Source: an optimization exercise on an open RTL-to-GDS flow (aim: small area, a short achievable clock period and few clock cycles per item). Production flows keep margins and buffers that such runs may drop. At most, simulation tests tie the RTL to the original design; equivalence was not proved. Function not checked in runs 2 to 5: the RTL went through the layout flow alone. No activity file was given, so power comes from the tool's default toggle rates.

--- flow/design.v ---
module vadd_pipe_kernel #(
    parameter int C_DATA_WIDTH = 512,
    parameter int C_LANE_WIDTH = 32,
    parameter int C_STAGES     = 2
) (
    input  logic                    clk,
    input  logic                    reset,
    output logic                    in_ready,
    input  logic                    in_avail,
    input  logic [C_DATA_WIDTH-1:0] in_data,
    input  logic                    out_ready,
    output logic                    out_avail,
    output logic [C_DATA_WIDTH-1:0] out_data,
    input  logic [C_LANE_WIDTH-1:0] cfg_addend,
    input  logic                    cfg_clear,
    output logic [31:0]             beat_count,
    output logic                    ovf_sticky
);
    localparam int N_LANES = C_DATA_WIDTH / C_LANE_WIDTH;
    localparam int LAST    = C_STAGES - 1;
    logic [C_STAGES-1:0]     stage_valid;
    logic [C_STAGES-1:0]     stage_load;
    logic [C_DATA_WIDTH-1:0] stage_data [C_STAGES];
    logic [C_DATA_WIDTH-1:0] lane_result;
    logic [N_LANES-1:0]      lane_carry;
    logic                    in_fire;
    logic                    out_fire;
    for (genvar i = 0; i < N_LANES; i++) begin : g_lane
        logic [C_LANE_WIDTH:0] lane_sum;
        assign lane_sum      = {1'b0, in_data[i*C_LANE_WIDTH +: C_LANE_WIDTH]} + {1'b0, cfg_addend};
        assign lane_carry[i] = lane_sum[C_LANE_WIDTH];
        assign lane_result[i*C_LANE_WIDTH +: C_LANE_WIDTH] = lane_sum[C_LANE_WIDTH-1:0];
    end
    always_comb begin
        logic chain_full;
        stage_load = '0;
        chain_full = 1'b1;
        for (int k = 0; k < C_STAGES; k++) begin
            chain_full = 1'b1;
            for (int j = k; j < C_STAGES; j++) begin
                chain_full = chain_full & stage_valid[j];
            end
            stage_load[k] = !chain_full || out_ready;
        end
    end
    assign in_ready  = stage_load[0];
    assign out_avail = stage_valid[LAST];
    assign out_data  = stage_data[LAST];
    assign in_fire   = in_avail && in_ready;
    assign out_fire  = out_avail && out_ready;
    always_ff @(posedge clk) begin
        if (!reset) begin
            stage_valid <= '0;
        end else begin
            if (stage_load[0]) begin
                stage_valid[0] <= in_avail;
            end
            for (int k = 1; k < C_STAGES; k++) begin
                if (stage_load[k]) begin
                    stage_valid[k] <= stage_valid[k-1];
                end
            end
        end
    end
    always_ff @(posedge clk) begin
        if (stage_load[0]) begin
            stage_data[0] <= lane_result;
        end
        for (int k = 1; k < C_STAGES; k++) begin
            if (stage_load[k]) begin
                stage_data[k] <= stage_data[k-1];
            end
        end
    end
    always_ff @(posedge clk) begin
        if (!reset) begin
            beat_count <= '0;
            ovf_sticky <= 1'b0;
        end else if (cfg_clear) begin
            beat_count <= '0;
            ovf_sticky <= 1'b0;
        end else begin
            if (out_fire) begin
                beat_count <= beat_count + 32'd1;
            end
            if (in_fire && (|lane_carry)) begin
                ovf_sticky <= 1'b1;
            end
        end
    end
endmodule
--- flow/run.sh ---
#!/bin/bash
# synth_recipe.tcl (not shown) runs the flow's synth.tcl, then flattens the netlist and writes it again
# the make line also repeats each setting of config.mk as NAME=value (left out here)
make -C /OpenROAD-flow-scripts/flow DESIGN_CONFIG=/design/flow/config.mk WORK_HOME=/design/flow/orfs CLKGATE_MAP_FILE= SYNTH_SCRIPT=/design/flow/synth_recipe.tcl finish
--- flow/config.mk ---
export PLATFORM = sky130hd
export DESIGN_NAME = vadd_pipe_kernel
export DESIGN_NICKNAME = vadd_pipe_kernel
export VERILOG_FILES = /design/flow/design.v
export SDC_FILE = /design/flow/constraint.sdc
export NUM_CORES = 4
export LEC_CHECK = 0
export CAP_MARGIN = 20
export CORE_MARGIN = 2
export CORE_UTILIZATION = 25
export SLEW_MARGIN = 20
--- flow/constraint.sdc ---
create_clock -name core_clock -period 5.5 [get_ports {clk}]
set_input_delay 1.1000 -clock core_clock [delete_from_list [all_inputs] [get_ports {clk}]]
set_output_delay 1.1000 -clock core_clock [all_outputs]
set_load 0.01 [all_outputs]
==> results of run 1 <==
==> routing by layer <==
metal | wire, microns | vias up
li1 | - | 21383
met1 | 112000 | 23428
met2 | 140000 | 2161
met3 | 20200 | 440
met4 | 11900 | 44
met5 | 277 | -
==> cell type report <==
type / count / area, sq um / share of cell area
antenna: 34 / 85.1 / 0.00109
clock buffer: 148 / 3410 / 0.0435
clock inverter: 91 / 995 / 0.0127
inverter: 107 / 405 / 0.00517
multi-input combinational: 3583 / 25800 / 0.329
sequential: 1059 / 31500 / 0.401
tap: 3026 / 3790 / 0.0483
timing repair buffer: 1270 / 12400 / 0.158
==> per-stage QoR <==
stage	TNS (ps)	setup WS, ps	utilization	cells
floorplan	-3234460	-3830	-	4819
global placement	-478	-478	0.321	9044
detailed placement	-50.9	-50.9	0.321	9045
CTS	0	812	0.340	9284
global route	0	505	0.340	9295
finish	0	674	0.340	9318
==> worst max path at each step <==
| stage | slack [ps] | to | from |
|---|---|---|---|
| floorplan | -3830 | stage_data[1][0] | out_ready |
| global placement | -480 | ovf_sticky | cfg_addend[25] |
| detailed placement | -50 | ovf_sticky | cfg_addend[25] |
| CTS | 810 | ovf_sticky | cfg_addend[25] |
| global route | 500 | ovf_sticky | cfg_addend[25] |
| finish | 670 | ovf_sticky | cfg_addend[25] |
==> Yosys cell counts, drive strengths merged, types with 25 or more instances <==
master  instances  area (sq um)
nand2b         43           269
and2           33           206
edfxtp       1024         30700
and3           59           369
nor2          313          1170
o21ai         238          1190
clkbuf         69           259
ha            513          6420
nand3          93           465
xor2          148          1300
o21bai         64           480
dfxtp          35           701
nor4           25           156
inv           107           402
o21a           71           533
a21o          238          1790
or3            26           163
a211oi         69           528
nand4          78           488
nor2b          56           350
nor3           90           450
nand2         281          1050
a31oi          35           234
xnor2         297          2600
a21oi         452          2270
==> cells by family (layout without fill, tap and decap cells) <==
group	Yosys count	in the layout	share of synthesized area
flip-flops	1059	1059	0.543
other	0	34	0
AO/OA/AOI/OAI	1431	1431	0.161
buffers and inverters	177	1616	0.0115
multiplexers	7	7	0.00121
AND/OR/NAND/NOR	1171	1171	0.0989
XOR/XNOR	445	445	0.0673
adder cells (fa/ha/maj)	529	529	0.116
==> flip-flops by register name, indices dropped and copies added (netlist names) <==
signal	count
beat_count	32
ovf_sticky	1
stage_data	1024
stage_valid	2
==> worst max-delay path, stage by stage <==
cell and delay, ps:
clkdlybuf4s50_1 520, buf_12 220, ha_1 360, a21oi_1 240
nor2_1 80, a211oi_2 620, o32ai_1 260, a2111oi_1 420
buf_4 180, o2111ai_1 120, buf_4 160, or3_1 370
nor4_1 490, buf_4 190, a211oi_1 70
==> power groups by stage <==
stage | registers (W) | logic (W) | clock network, W
detailed placement | 0.0120 | 0.00693 | 0
global route | 0.0120 | 0.00735 | 0.00951
CTS | 0.0119 | 0.00697 | 0.00924
finish | 0.0119 | 0.00693 | 0.00896
floorplan | 0.0119 | 0.00264 | 0
global placement | 0.0120 | 0.00694 | 0
==> summary.txt, run 1 <==
Global Route met3 Usage 0.0538; CP endpoint kind flip-flop; CTS tree built; Peak VDD IR 0.335 mV; Yosys warnings 2; measured slew at the worst slew-check pin 1350 ps; sequential share of power 0.427; cts bufs inserted 133; worst r2r src beat_count[3]; Final nets 7232; RD Place Congestion 0.961; max_cap viols 0; period utilization 0.878; Hold Path Cell Cnt 0; Power Total 0.0277 W; RSZ-0062 raised after global routing false; Pleak 30.5 nW; WHS 393 ps; fraction of layout cells with a size suffix above 1 0.0735; met2 Usage GRT 0.411; initial antenna violation count 92; GRT Util Overall 0.233; synthesized flop and latch total 1059; Max-slew headroom 0.0915; Net Switching 0.00845 W; Worst Skew 36.5 ps; most frequent cells in the layout 1070 x clkdlybuf4s50_1, 1024 x edfxtp_1, 513 x ha_1; vias in the first global route 46873; Initial DRC Count 3784; maximum number of pins on one net before global-route repair 137; Die ar. 235000 sq um; vias per cell 5.09; Mapped Cells 4819; Hold Buf Count CTS 0; first drt pass iteration count 8; CTS Buffer Depth 3; Post-synth EDFFs 1024; sw frac 0.305; internal power 0.0193 W; type of the worst setup path input port to flip-flop; CTS root buffer clkbuf_16; Detail Route Antenna Nets 0; post-CTS setup buffers 0; Req. time, crit path 6150 ps; Detailed Route WL 284000 microns; Clk pin slew, worst setup/hold paths 70 ps; Worst Path Arrival 5470 ps; post-synthesis sequential area ratio 0.543; Yosys cell types 86; row cnt 176; die height 485 microns; clock network power share 0.323; status timing/DRC/antenna clean; Num Clock Sinks 1059; Area after DPL 73900 sq um; Hold EP stage_data[1][380]; Post-Syn Area 57900 sq um; max-slew violation count 0; CTS H-Tree Depth 4; pwr dens 354 nW/um^2; most common cell after layout, fill and taps aside clkdlybuf4s50_1; Peak Freq 207 MHz; Area Overhead vs Synth 35.4%; Worst setup SP type input port; mean area per synthesized cell 12.0 sq um; Most Used Layer, Global Route met2; CP Max Fanout 14; via count 47456; drt drc 0; FF-to-FF setup slack 3070 ps; Final min period 4830 ps; Post-Layout Inst Area 78400 sq um; Worst R2R Path Depth 8; final setup fails 0; die extent in x 485 microns; Avg WL per Cell 30.5 microns; placeable core area 230000 sq um; I/O Pins 1096; Starting Density 0.252; combinational power share 0.250; post-cts resize count 0; Port Buf Inserts 1095; FF-to-FF End beat_count[29]; post-synth net total 5897; hold path start stage_data[0][380]; Fin. Hold Viols 0; Synth Flop Type edfxtp_1; first-pass GRT wire length 379000 microns; total congestion overflow 0; Post-DP HPWL 235000 microns; GRT met1 Usage 0.274; hold crit path type flip-flop to flip-flop; clk latency of the worst-skew pair 800 ps; Post-synth ARST share 0; fillers 22651
Testbench counts, summed over its fixed seeds: cycles 18,263, items 16,000.
==> run 2, diff against run 1 <==
==> flow/design.v (replaced) <==
module vadd_pipe_kernel #(
    parameter int C_DATA_WIDTH = 512,
    parameter int C_LANE_WIDTH = 32,
    parameter int C_STAGES     = 1
) (
    input  logic                    clk,
    input  logic                    reset,
    output logic                    in_ready,
    input  logic                    in_avail,
    input  logic [C_DATA_WIDTH-1:0] in_data,
    input  logic                    out_ready,
    output logic                    out_avail,
    output logic [C_DATA_WIDTH-1:0] out_data,
    input  logic [C_LANE_WIDTH-1:0] cfg_addend,
    input  logic                    cfg_clear,
    output logic [31:0]             beat_count,
    output logic                    ovf_sticky
);
    localparam int N_LANES = C_DATA_WIDTH / C_LANE_WIDTH;
    logic                    valid_q;
    logic [C_DATA_WIDTH-1:0] data_q;
    logic [C_DATA_WIDTH-1:0] lane_result;
    logic [N_LANES-1:0]      lane_carry;
    logic                    load;
    for (genvar i = 0; i < N_LANES; i++) begin : g_lane
        logic [C_LANE_WIDTH:0] lane_sum;
        assign lane_sum      = {1'b0, in_data[i*C_LANE_WIDTH +: C_LANE_WIDTH]} + {1'b0, cfg_addend};
        assign lane_carry[i] = lane_sum[C_LANE_WIDTH];
        assign lane_result[i*C_LANE_WIDTH +: C_LANE_WIDTH] = lane_sum[C_LANE_WIDTH-1:0];
    end
    assign load      = !valid_q || out_ready;
    assign in_ready  = load;
    assign out_avail = valid_q;
    assign out_data  = data_q;
    always_ff @(posedge clk) begin
        if (!reset) valid_q <= 1'b0;
        else if (load) valid_q <= in_avail;
    end
    always_ff @(posedge clk) begin
        if (load) data_q <= lane_result;
    end
    always_ff @(posedge clk) begin
        if (!reset || cfg_clear) begin
            beat_count <= '0;
            ovf_sticky <= 1'b0;
        end else begin
            if (valid_q && out_ready) beat_count <= beat_count + 32'd1;
            if (in_avail && load && (|lane_carry)) ovf_sticky <= 1'b1;
        end
    end
endmodule
==> run 2 against run 1 <==
  * Still clean on timing, DRC and antenna
  * Count of clock-buffer cells in the layout down 53
  * Hold slack better by 120 ps
  * Sequential cell count down 513
  * Critical path depth down 1
  * Design area down 25%
  * Fmax down 0.34%
  * Global-route usage up 3.3 points
  * Synthesized area down 28%
  * Sequential power down about 50%
  * Via count down 15%
  * Sequential share of layout area down 13 points
  * Die area down 28%
==> summary.txt, run 2 <==
Cell Chain, Critical Path clkdlybuf4s50_1, buf_12, ha_1, fa_1, a211oi_1, o21ai_0, a21oi_1, o21bai_1, a21oi_1, o21bai_1, a21oi_1, o311ai_1, nor4_1, a311oi_1; Mapped Cells 4109 (-15%); xor/xnor share of the synthesized area 0.101 (+0.0334); Detailed Route WL 235000 microns (-17%); buffer and inverter count on the worst path 2 (-3); most numerous cell in the Yosys netlist ha_1; Post-Place Cells 7460 (-18%); RSZ-0062 raised after global routing false; most common cell after layout, fill and taps aside clkdlybuf4s50_1; max-slew violation count 0 (unchanged); Post-synth EDFFs 512 (-50%); complex-gate fraction of the synthesized area 0.216 (+0.0544); Worst Skew 33.9 ps (-2.68 ps); die extent in x 411 microns (-15%); CP endpoint kind flip-flop; Adder-Cell Fraction of Synth Area 0.162 (+0.0460); internal power 0.0117 W (-40%); Avg WL per Cell 30.7 microns (+0.68%); first drt pass iteration count 6 (-2); combinational power share 0.377 (+0.127); most frequent cells in the layout 1074 x clkdlybuf4s50_1, 513 x ha_1, 512 x edfxtp_1; pwr dens 304 nW/um^2 (-14%); sw frac 0.347 (+0.0423); total congestion overflow 0 (unchanged); CP Max Fanout 16 (+2); Synth Flop Type edfxtp_1; Synth top cells by count 513 x ha_1, 512 x edfxtp_1, 454 x a21oi_1; first-pass GRT wire length 314000 microns (-17%); Req. time, crit path 6040 ps (-110 ps); max reg flops 512 (-50%); sequential share of power 0.332 (-0.095); status timing/DRC/antenna clean; drt drc 0 (unchanged); Net Switching 0.00620 W (-27%); cell family contributing the most delay on the critical path compound AO/OA/AOI/OAI gates; Post-Syn Area 41500 sq um (-28%); met2 Usage GRT 0.464 (+0.0530); Hold Buf Count CTS 0 (unchanged); Clk pin slew, worst setup/hold paths 60 ps (about the same); GRT met1 Usage 0.307 (+0.0328); Starting Density 0.252 (about the same); Post-Layout Inst Area 58700 sq um (-25%); synthesized flop and latch total 546 (-48%); Final nets 6430 (-11%); CTS tree built; max incr delay on CP 610 ps (about the same); vias per cell 5.26 (+3.3%); synthesized-area fraction occupied by and/or/nand/nor cells 0.118 (+0.0191); post-cts resize count 0 (unchanged); Global Route met3 Usage 0.0756 (+0.0218); Yosys warnings 1 (-1); Layout Cells excl Fill 7640 (-18%); final setup fails 0 (unchanged); Peak Freq 206 MHz (-0.34%); die height 411 microns (-15%); CP most frequent cell a21oi_1; Max-slew headroom 0.336 (+0.245); clock network power share 0.291 (-0.032); Final min period 4840 ps (+16.5 ps); Power Total 0.0179 W (-36%); area share of the largest cell type after synthesis 0.371 (-0.161); CTS Buffer Depth 3 (unchanged); main combinational cell family by area after synthesis compound AO/OA/AOI/OAI gates; via count 40207 (-15%); clk latency of the worst-skew pair 700 ps (-100 ps); Detail Route Antenna Nets 0 (unchanged); maximum number of pins on one net before global-route repair 95 (-31%); CTS root buffer clkbuf_16; Peak VDD IR 0.214 mV (-36%); I/O Pins 1096 (unchanged); fraction of layout cells with a size suffix above 1 0.0578 (-0.0157); CTS H-Tree Depth 3 (-1); hold crit path type flip-flop to flip-flop; Top reg by flops data_q; Synth area leader edfxtp_1; post-synthesis sequential area ratio 0.387 (-0.156); Crit-path slowest cell a21oi_1; Most Used Layer, Global Route met2; Fin. Hold Viols 0 (unchanged); Post-DP HPWL 197000 microns (-16%); GRT Util Overall 0.267 (+0.0334); RD Place Congestion 0.968 (+0.66%); placeable core area 165000 sq um (-28%); Post-synth ARST share 0 (unchanged); Die ar. 169000 sq um (-28%); Area Overhead vs Synth 41.5%; Port Buf Inserts 1095 (unchanged); Yosys cell types 82 (-4.7%); measured slew at the worst slew-check pin 988 ps (-366 ps); period utilization 0.881 (+0.00301); post-synth net total 5187 (-12%); Pleak 23.7 nW (-22%); row cnt 149 (-15%); cts bufs inserted 79 (-41%); top area cells in the synthesized netlist edfxtp_1 37%, ha_1 15%, xnor2_1 6.9%; initial antenna violation count 85 (-7.6%); mean area per synthesized cell 10.1 sq um (-16%); multiplexer area fraction after synthesis 0.000241 (-0.000969); Num Clock Sinks 546 (-48%); Initial DRC Count 3237 (-14%); Largest regs data_q: 512 flops, beat_count: 32 flops; max_cap viols 0 (unchanged); type of the worst setup path input port to flip-flop; Area after DPL 56000 sq um (-24%); vias in the first global route 39482 (-16%); Worst Path Arrival 5380 ps (-90 ps); post-CTS setup buffers 0 (unchanged); Worst setup SP type input port
## run 2: changes by cell type after synthesis, moves of 12 or more
cell / change
a211oi_1: -12
nor2_1: -27
clkbuf_1: -18
o21ai_1: -41
nor3_1: -22
o21bai_1: +19
nand2_1: -67
a21o_1: +13
inv_1: +12
xnor2_1: +31
edfxtp_1: -512
and2_1: -16
## run 2: stage by stage
step | utilization | setup TNS, ps | hold WS, ps | worst slack [ps]
finish | 0.356 | 0 | 512 | 657
global route | 0.356 | 0 | 542 | 446
CTS | 0.356 | 0 | 503 | 634
detailed placement | 0.340 | -125 | 495 | -125
global placement | 0.340 | -119 | 486 | -119
floorplan | - | -230 | 508 | -230
## run 2: cells by family after synthesis
family	count (synthesis)
AOI/OAI and AO/OA	1383
and+or+nand+nor	999
DFF	546
adders and majority gates	529
xor gates and xnor gates	477
buffers and inverters	174
muxes	1
## run 2: power by group through the flow
stage | Clock (W) | Combinational, W | Sequential (W)
final | 0.00520 | 0.00673 | 0.00593
after global routing | 0.00546 | 0.00713 | 0.00599
after detailed placement | 0 | 0.00673 | 0.00601
after CTS | 0.00534 | 0.00677 | 0.00595
after global placement | 0 | 0.00674 | 0.00601
after floorplan | 0 | 0.00256 | 0.00636
## run 2: layout make-up
cell class              instances  area (sq um)
clock inverters                52           468
diodes                         33          82.6
clock buffers                  95          2100
repair buffers               1217         12000
multi-input cells            3389         24800
flip-flops and latches        546         16100
fillers                     16707        106000
well taps                    2189          2740
inverters                     119           447
## run 2: per-layer routing
| layer | share of wire | vias to the layer above |
|---|---|---|
| li1 | - | 18317 |
| met1 | 0.38 | 19730 |
| met2 | 0.48 | 1682 |
| met3 | 0.085 | 400 |
| met4 | 0.046 | 78 |
| met5 | 0.0021 | - |
## run 2: path summary, 6_finish.rpt
kind                  startpoint             end  slack (ps)  cells past startpoint
setup reg to reg         valid_q  beat_count[27]        2640                      8
hold reg to reg   beat_count[30]  beat_count[30]         510                      2
setup / recovery   cfg_addend[0]      ovf_sticky         660                     14
hold / removal    beat_count[30]  beat_count[30]         510                      2
## run 2: worst reg2reg max path: stages, from the launching register on
cell and delay (ps):
dfxtp_1 450, nand2_1 200, nor3_1 530, nand3_1 290, nor2_1 310, and3_1 280, nand2_1 210, or3_1 360
a21oi_1 150
==> run 3, diff against run 2 <==
==> flow/flow/run.sh (new file) <==
#!/bin/bash
# Own layout flow: the standard ORFS flow (standard synthesis unchanged), with
#  - every port buffered by a small buffer (buf_1) instead of the default pick,
#  - in_ready and out_ready pins kept next to each other (their path is combinational),
# Each step's full output goes to a log file in the work folder.
set -euo pipefail
W=$(pwd)
bash standard.sh finish \
  "BUFFER_PORTS_ARGS=-buffer_cell sky130_fd_sc_hd__buf_1" \
  "PRE_IO_PLACEMENT_TCL=$W/flow/pins.tcl" \
  > "$W/standard.log" 2>&1
==> flow/flow/pins.tcl (new file) <==
# Keep the combinational handshake pair (out_ready -> in_ready) side by side.
set_io_pin_constraint -group -order -pin_names {out_ready in_ready}
==> flow/standard.sh (new file) <==
#!/bin/bash
# synth_recipe.tcl (not shown) runs the flow's synth.tcl, then flattens the netlist and writes it again
# the make line also repeats each setting of config.mk as NAME=value (left out here)
make -C /OpenROAD-flow-scripts/flow DESIGN_CONFIG=/design/flow/config.mk WORK_HOME=/design/flow/orfs CLKGATE_MAP_FILE= SYNTH_SCRIPT=/design/flow/synth_recipe.tcl "${@:-finish}"
--- a/flow/config.mk
+++ b/flow/config.mk
@@ -8,4 +8,5 @@
 export CAP_MARGIN = 20
 export CORE_MARGIN = 2
-export CORE_UTILIZATION = 25
+export CORE_UTILIZATION = 50
+export SETUP_SLACK_MARGIN = 2.8
 export SLEW_MARGIN = 20
removed: flow/run.sh
==> run 3 against run 2 <==
  * The run now fails in I/O pin placement
  * Synthesized area unchanged
  * Synthesized cell count unchanged
==> summary.txt, run 3 <==
synthesized flop and latch total 546 (unchanged); top area cells in the synthesized netlist edfxtp_1 37%, ha_1 15%, xnor2_1 6.9%; die height 292 microns (-29%); Synth top cells by count 513 x ha_1, 512 x edfxtp_1, 454 x a21oi_1; Yosys warnings 1 (unchanged); Failed at I/O pin placement; row cnt 105 (-30%); Post-synth EDFFs 512 (unchanged); Post-synth ARST share 0 (unchanged); area share of the largest cell type after synthesis 0.371 (unchanged); die extent in x 292 microns (-29%); post-synth net total 5187 (unchanged); status aborted with a tool error; Starting Density 0.505 (+0.254); Synth area leader edfxtp_1; Synth Flop Type edfxtp_1; Post-Syn Area 41500 sq um (unchanged); mean area per synthesized cell 10.1 sq um (unchanged); post-synthesis sequential area ratio 0.387 (unchanged); most numerous cell in the Yosys netlist ha_1; Yosys cell types 82 (unchanged); Mapped Cells 4109 (unchanged); Log Error [ERROR PPL-0024] Number of IO pins (1096) exceeds maximum number of available positions (1054). Increase the die perimeter from 1168.20um to 1490.56um.
## run 3: cell counts after synthesis
No cell type changed its count.
## run 3: cell families after synthesis
family,Yosys count,share of synthesized area
adders and majority gates,529,0.162
AOI/OAI and AO/OA,1383,0.216
DFF,546,0.387
muxes,1,0.000241
buffers and inverters,174,0.0159
xor gates and xnor gates,477,0.101
and+or+nand+nor,999,0.118
==> run 4, diff against run 3 <==
--- a/flow/flow/run.sh
+++ b/flow/flow/run.sh
@@ -9,3 +9,4 @@
   "BUFFER_PORTS_ARGS=-buffer_cell sky130_fd_sc_hd__buf_1" \
   "PRE_IO_PLACEMENT_TCL=$W/flow/pins.tcl" \
+  "PLACE_PINS_ARGS=-min_distance 1 -min_distance_in_tracks" \
   > "$W/standard.log" 2>&1
==> run 4 against run 3 <==
  * The run now finishes clean
  * Synthesized cell count is the same
  * Synthesized area unchanged
==> summary.txt, run 4 <==
CP Max Fanout 5; total congestion overflow 0; FF-to-FF setup slack 2940 ps; buffer and inverter count on the worst path 2; sequential share of power 0.355; placeable core area 82100 sq um; Largest regs data_q: 512 flops, beat_count: 32 flops; first drt pass iteration count 6; Pleak 23.9 nW; maximum number of pins on one net before global-route repair 155; Top reg by flops data_q; Clk pin slew, worst setup/hold paths 60 ps; first-pass GRT wire length 255000 microns; RSZ-0062 raised after global routing true; internal power 0.0108 W; RD Place Congestion 1.05; CTS tree built; Fin. Hold Viols 0; Final nets 6827; max incr delay on CP 440 ps; via count 42661; Synth top cells by count 513 x ha_1, 512 x edfxtp_1, 454 x a21oi_1; max reg flops 512; type of the worst setup path input port to flip-flop; xor/xnor share of the synthesized area 0.101 (unchanged); Max-slew headroom 0.296; Detail Route Antenna Nets 0; sw frac 0.362; Cell Chain, Critical Path clkbuf_16, buf_8, ha_4, fa_2, a211oi_2, nor2_2, o31a_1, a211o_1, nor3b_4, nor4b_4, or4_1, a31oi_2, o41ai_2, xor2_1; clk latency of the worst-skew pair 620 ps; post-synth net total 5187 (unchanged); max_cap viols 0; Post-synth EDFFs 512 (unchanged); main combinational cell family by area after synthesis compound AO/OA/AOI/OAI gates; most numerous cell in the Yosys netlist ha_1; Area Overhead vs Synth 44.1%; max-slew violation count 0; multiplexer area fraction after synthesis 0.000241 (unchanged); Net Switching 0.00614 W; Detailed Route WL 185000 microns; Mapped Cells 4109 (unchanged); synthesized-area fraction occupied by and/or/nand/nor cells 0.118 (unchanged); post-synthesis sequential area ratio 0.387 (unchanged); Final min period 3760 ps; CTS Buffer Depth 3; Yosys warnings 1 (unchanged); area share of the largest cell type after synthesis 0.371 (unchanged); Post-DP HPWL 133000 microns; DP Worst Slack 547 ps; final setup margin 1740 ps; Adder-Cell Fraction of Synth Area 0.162 (unchanged); pwr dens 284 nW/um^2; Worst Path Arrival 4100 ps; combinational power share 0.389; die extent in x 292 microns (unchanged); Peak VDD IR 0.248 mV; most common cell after layout, fill and taps aside buf_1; post-layout util 0.728; Port Buf Inserts 1095; mean area per synthesized cell 10.1 sq um (unchanged); Synth area leader edfxtp_1; Worst Skew 14.3 ps; Starting Density 0.505 (unchanged); Crit-path slowest cell or4_1; vias per cell 6.18; CTS root buffer clkbuf_16; vias in the first global route 40661; die height 292 microns (unchanged); GRT Util Overall 0.406; cell family contributing the most delay on the critical path compound AO/OA/AOI/OAI gates; fillers 5889; status timing/DRC/antenna clean; row cnt 105 (unchanged); top area cells in the synthesized netlist edfxtp_1 37%, ha_1 15%, xnor2_1 6.9%; CP endpoint kind flip-flop; complex-gate fraction of the synthesized area 0.216 (unchanged); Worst setup SP type input port; drt drc 0; I/O Pins 1096; Req. time, crit path 5850 ps; Synth Flop Type edfxtp_1; clock network power share 0.256; synthesized flop and latch total 546 (unchanged); initial antenna violation count 71; period utilization 0.683; final setup fails 0; Num Clock Sinks 546; CTS H-Tree Depth 3; measured slew at the worst slew-check pin 1060 ps; Post-synth ARST share 0 (unchanged); WHS 502 ps; Peak Freq 266 MHz; most frequent cells in the layout 1066 x buf_1, 512 x edfxtp_1, 385 x ha_1; Initial DRC Count 3665; Post-Syn Area 41500 sq um (unchanged); cts bufs inserted 67; fraction of layout cells with a size suffix above 1 0.241; hold crit path type flip-flop to flip-flop; Avg WL per Cell 26.7 microns; Yosys cell types 82 (unchanged); Die ar. 85300 sq um
-- run 4: cell counts after synthesis --
Identical to the previous run, type by type.
-- run 4: worst paths after layout --
kind              cells past startpoint     startpoint             to
hold reg to reg                       2  beat_count[1]  beat_count[1]
hold / removal                        2  beat_count[1]  beat_count[1]
setup / recovery                     14  cfg_addend[0]    data_q[222]
setup reg to reg                     10     ovf_sticky     ovf_sticky
-- run 4: kinds of logic after synthesis --
logic type / count (synthesis)
adders and majority gates: 529
buffers and inverters: 174
and+or+nand+nor: 999
DFF: 546
muxes: 1
xor gates and xnor gates: 477
AOI/OAI and AO/OA: 1383
-- run 4: cell type report --
type	instances	area [sq um]	share of cell area
multi-input combinational	3391	30100	0.504
tap	1070	1340	0.0224
timing repair buffer	1624	9670	0.162
sequential	546	16100	0.269
antenna	38	95.1	0.00159
inverter	119	447	0.00747
clock buffer	87	1850	0.0309
clock inverter	28	221	0.00370
-- run 4: worst reg2reg max path, stage by stage (launching register included) --
cell and delay (ps):
dfxtp_1 380, nor4_1 200, nand4_1 200, nor2_1 180, nand4_1 120, nor4_2 280
nand3_1 220, a2111o_1 370, a211oi_2 150, and4b_1 230, a311oi_1 90
-- run 4: routing by layer --
| layer | share of wire | vias to the layer above | wire length [microns] | GRT usage |
|---|---|---|---|---|
| li1 | - | 19093 | - | - |
| met1 | 0.36 | 20251 | 65800 | 0.474 |
| met2 | 0.43 | 2586 | 78800 | 0.610 |
| met3 | 0.13 | 661 | 24200 | 0.161 |
| met4 | 0.083 | 70 | 15400 | 0.284 |
| met5 | 0.0025 | - | 459 | 0.00284 |
-- run 4: stage by stage --
| step | power (W) | cells | TNS, ps | area [sq um] |
|---|---|---|---|---|
| after floorplan | 0.00904 | 4109 | -230 | 42700 |
| after global placement | 0.0110 | 6275 | 0 | 48400 |
| after detailed placement | 0.0110 | 6275 | 0 | 48400 |
| after CTS | 0.0162 | 6701 | 0 | 56700 |
| after global routing | 0.0175 | 6888 | 0 | 59800 |
| final | 0.0170 | 6903 | 0 | 59800 |
-- run 4: what timing repair did --
item,CTS,global route
pin swaps,418,364
setup buffers,307,164
gates resized for setup,754,376
setup endpoints to repair,448,359
gates cloned,4,0
hold buffers,0,0
-- run 4: power groups by stage --
stage / clock [W] / combinational (W) / sequential (W)
final: 0.00435 / 0.00660 / 0.00602
after global routing: 0.00452 / 0.00695 / 0.00605
after CTS: 0.00435 / 0.00588 / 0.00597
after detailed placement: 0 / 0.00498 / 0.00604
after global placement: 0 / 0.00497 / 0.00604
after floorplan: 0 / 0.00268 / 0.00636
==> run 5, diff against run 4 <==
--- a/flow/config.mk
+++ b/flow/config.mk
@@ -9,4 +9,3 @@
 export CORE_MARGIN = 2
 export CORE_UTILIZATION = 50
-export SETUP_SLACK_MARGIN = 2.8
 export SLEW_MARGIN = 20
==> run 5 against run 4 <==
  * Final cell count decreased by 6.7%
  * Sequential cell count unchanged
  * Via count decreased by 7.8%
  * Combinational power decreased by 24%
  * Core utilization decreased by 12 points
  * Total power decreased by 8.0%
  * Design area decreased by 17%
  * Largest cell class unchanged
  * Highest routed layer unchanged
==> summary.txt, run 5 <==
placeable core area 82100 sq um (unchanged); drt drc 0 (unchanged); sequential share of power 0.383 (+0.028); WHS 490 ps (-11.9 ps); Worst Skew 11.1 ps (-3.13 ps); CP endpoint kind flip-flop; synthesized flop and latch total 546 (unchanged); synthesized-area fraction occupied by and/or/nand/nor cells 0.118 (unchanged); Worst Setup SP cfg_addend[1]; Port Buf Inserts 1095 (unchanged); GRT Util Overall 0.372 (-0.0340); Adder-Cell Fraction of Synth Area 0.162 (unchanged); most numerous cell in the Yosys netlist ha_1; post-CTS setup buffers 0 (-100%); post-synth net total 5187 (unchanged); Worst Path Arrival 4790 ps (+690 ps); Detailed Route WL 165000 microns (-11%); Synth Flop Type edfxtp_1; Mapped Cells 4109 (unchanged); Starting Density 0.505 (unchanged); Clk pin slew, worst setup/hold paths 60 ps (about the same); mean area per synthesized cell 10.1 sq um (unchanged); post-layout util 0.604 (-0.124); Pleak 20.2 nW (-15%); Post-Syn Area 41500 sq um (unchanged); Req. time, crit path 5880 ps (+30 ps); hold path start beat_count[1]; Peak VDD IR 0.278 mV (+12%); total congestion overflow 0 (unchanged); Final nets 6357 (-6.9%); measured slew at the worst slew-check pin 1000 ps (-56.2 ps); row cnt 105 (unchanged); CTS H-Tree Depth 3 (unchanged); max reg flops 512 (unchanged); internal power 0.0101 W (-7.0%); via count 39319 (-7.8%); pwr dens 315 nW/um^2 (+11%); top area cells in the synthesized netlist edfxtp_1 37%, ha_1 15%, xnor2_1 6.9%; I/O Pins 1096 (unchanged); Power Total 0.0156 W (-8.0%); Yosys cell types 82 (unchanged); Sum Neg Setup Slack 0 ps (unchanged); type of the worst setup path input port to flip-flop; Top reg by flops data_q; Initial DRC Count 3061 (-16%); max_cap viols 0 (unchanged); max-slew violation count 0 (unchanged); sw frac 0.355 (-0.00720); first-pass GRT wire length 233000 microns (-8.6%); Max-slew headroom 0.327 (+0.0313); post-cts resize count 0 (-100%); Num Clock Sinks 546 (unchanged); period utilization 0.803 (+0.120); most frequent cells in the layout 1081 x buf_1, 513 x ha_1, 512 x edfxtp_1; initial antenna violation count 67 (-5.6%); Avg WL per Cell 25.6 microns (-4.1%); status timing/DRC/antenna clean; CTS root buffer clkbuf_16; Post-DP HPWL 132000 microns (-0.67%); Peak Freq 227 MHz (-15%); RD Place Congestion 1.04 (-0.37%); Post-synth EDFFs 512 (unchanged); CTS Buffer Depth 3 (unchanged); Final min period 4410 ps (+658 ps); first drt pass iteration count 6 (unchanged); xor/xnor share of the synthesized area 0.101 (unchanged); fraction of layout cells with a size suffix above 1 0.0409 (-0.200); area share of the largest cell type after synthesis 0.371 (unchanged); die extent in x 292 microns (unchanged); RSZ-0062 raised after global routing false; most common cell after layout, fill and taps aside buf_1; Yosys warnings 1 (unchanged); post-synthesis sequential area ratio 0.387 (unchanged); Synth top cells by count 513 x ha_1, 512 x edfxtp_1, 454 x a21oi_1; maximum number of pins on one net before global-route repair 136 (-12%); Detail Route Antenna Nets 0 (unchanged); Fin. Hold Viols 0 (unchanged); Die ar. 85300 sq um (unchanged); Worst setup SP type input port; cts bufs inserted 69 (+3.0%); main combinational cell family by area after synthesis compound AO/OA/AOI/OAI gates; worst r2r src ovf_sticky; Post-synth ARST share 0 (unchanged); CTS tree built; Synth area leader edfxtp_1; Hold Buf Count CTS 0 (unchanged); CP Max Fanout 11 (+6); Area Overhead vs Synth 19.6%; multiplexer area fraction after synthesis 0.000241 (unchanged); combinational power share 0.321 (-0.068); hold crit path type flip-flop to flip-flop; final setup fails 0 (unchanged); die height 292 microns (unchanged); clock network power share 0.296 (+0.040); clk latency of the worst-skew pair 620 ps (about the same); Net Switching 0.00554 W (-9.8%); Largest regs data_q: 512 flops, beat_count: 32 flops; vias per cell 6.10 (-1.2%); complex-gate fraction of the synthesized area 0.216 (unchanged); vias in the first global route 37227 (-8.4%)
run 5: cell counts after synthesis:
Identical to the previous run, type by type.
run 5: path summary, 6_finish.rpt:
path	end	slack (ps)	cells past startpoint
hold / removal	beat_count[1]	490	2
hold reg to reg	beat_count[1]	490	2
setup / recovery	data_q[154]	1090	13
setup reg to reg	ovf_sticky	2750	10
run 5: cells by family (layout without fill, tap and decap cells):
kind of cell             count (synthesis)  in the layout
AND/OR/NAND/NOR                        999            999
flip-flops                             546            546
other                                    0             37
buffers and inverters                  174           1399
adder cells (fa/ha/maj)                529            529
multiplexers                             1              1
AO/OA/AOI/OAI                         1383           1383
XOR/XNOR                               477            477
run 5: area by class of cell:
cell class	instances	area (sq um)
inverter	119	447
clock buffer	80	1810
multi-input combinational	3389	24800
timing repair buffer	1154	4660
fill	7292	32500
antenna	37	92.6
clock inverter	46	439
tap	1070	1340
sequential	546	16100
run 5: routing by layer:
| layer | vias up | track usage | part of all wire |
|---|---|---|---|
| met1 | 18509 | 0.461 | 0.39 |
| met5 | - | 0.0142 | 0.0027 |
| li1 | 18183 | - | - |
| met4 | 62 | 0.226 | 0.071 |
| met3 | 499 | 0.131 | 0.12 |
| met2 | 2066 | 0.556 | 0.42 |
run 5: per-stage QoR:
step	area [sq um]	cells	worst slack, ps
6_report	49600	6441	1090
5_1_grt	49600	6422	877
4_1_cts	49500	6404	1180
3_5_place_dp	47300	6278	523
3_3_place_gp	47300	6278	558
2_1_floorplan	41500	4109	-230
run 5: critical path, cell delays in order:
cell      delay [ps]
clkbuf_2         310
buf_4            320
fa_1             460
a211oi_1         360
o211ai_1         230
a221oi_2         440
o211a_1          350
o21ai_0          180
a221oi_2         380
o21ai_1          190
a21o_1           210
a21oi_1          180
xnor2_1           80
run 5: power by group through the flow:
| stage | Combinational, W | Sequential [W] | Clock (W) |
|---|---|---|---|
| after floorplan | 0.00256 | 0.00636 | 0 |
| after global placement | 0.00485 | 0.00601 | 0 |
| after detailed placement | 0.00485 | 0.00602 | 0 |
| after CTS | 0.00489 | 0.00595 | 0.00467 |
| after global routing | 0.00536 | 0.00602 | 0.00483 |
| final | 0.00501 | 0.00598 | 0.00463 |

[separate check: timing with driven ports]
In the flow no input, the clock included, has a driving cell. The finished layouts below were timed again as built, in two steps.
Step 1 assumes that a clkbuf_16 drives the clock port and a buf_2 every other input.
Step 2 times the ports against the registers' clock, not the clock port: input delays grow and output delays shrink by t, the midpoint of the rising clock arrivals with the driver on.
a / b / c = no drivers / after step 1 / after step 2; a / b = the first two.
| run | t, ns | slack for setup (ns) | worst setup path after step 2 | cell pins on the clock port's net |
|---|---|---|---|---|
| run 1 | 0.869 | 0.674 / 0.726 / -0.142 | input to register | 1 |
| run 2 | 0.773 | 0.657 / 0.715 / -0.058 | input to register | 1 |
| run 4 | 0.699 | 1.744 / 1.766 / 1.067 | input to register | 1 |
| run 5 | 0.692 | 1.086 / 1.119 / 0.427 | input to register | 1 |
Met with ideal ports but missed after step 2: setup timing in run 1 and run 2. For run 1, which loses most, drivers alone change the setup slack by +0.052 ns; drivers and shift together by -0.816 ns.
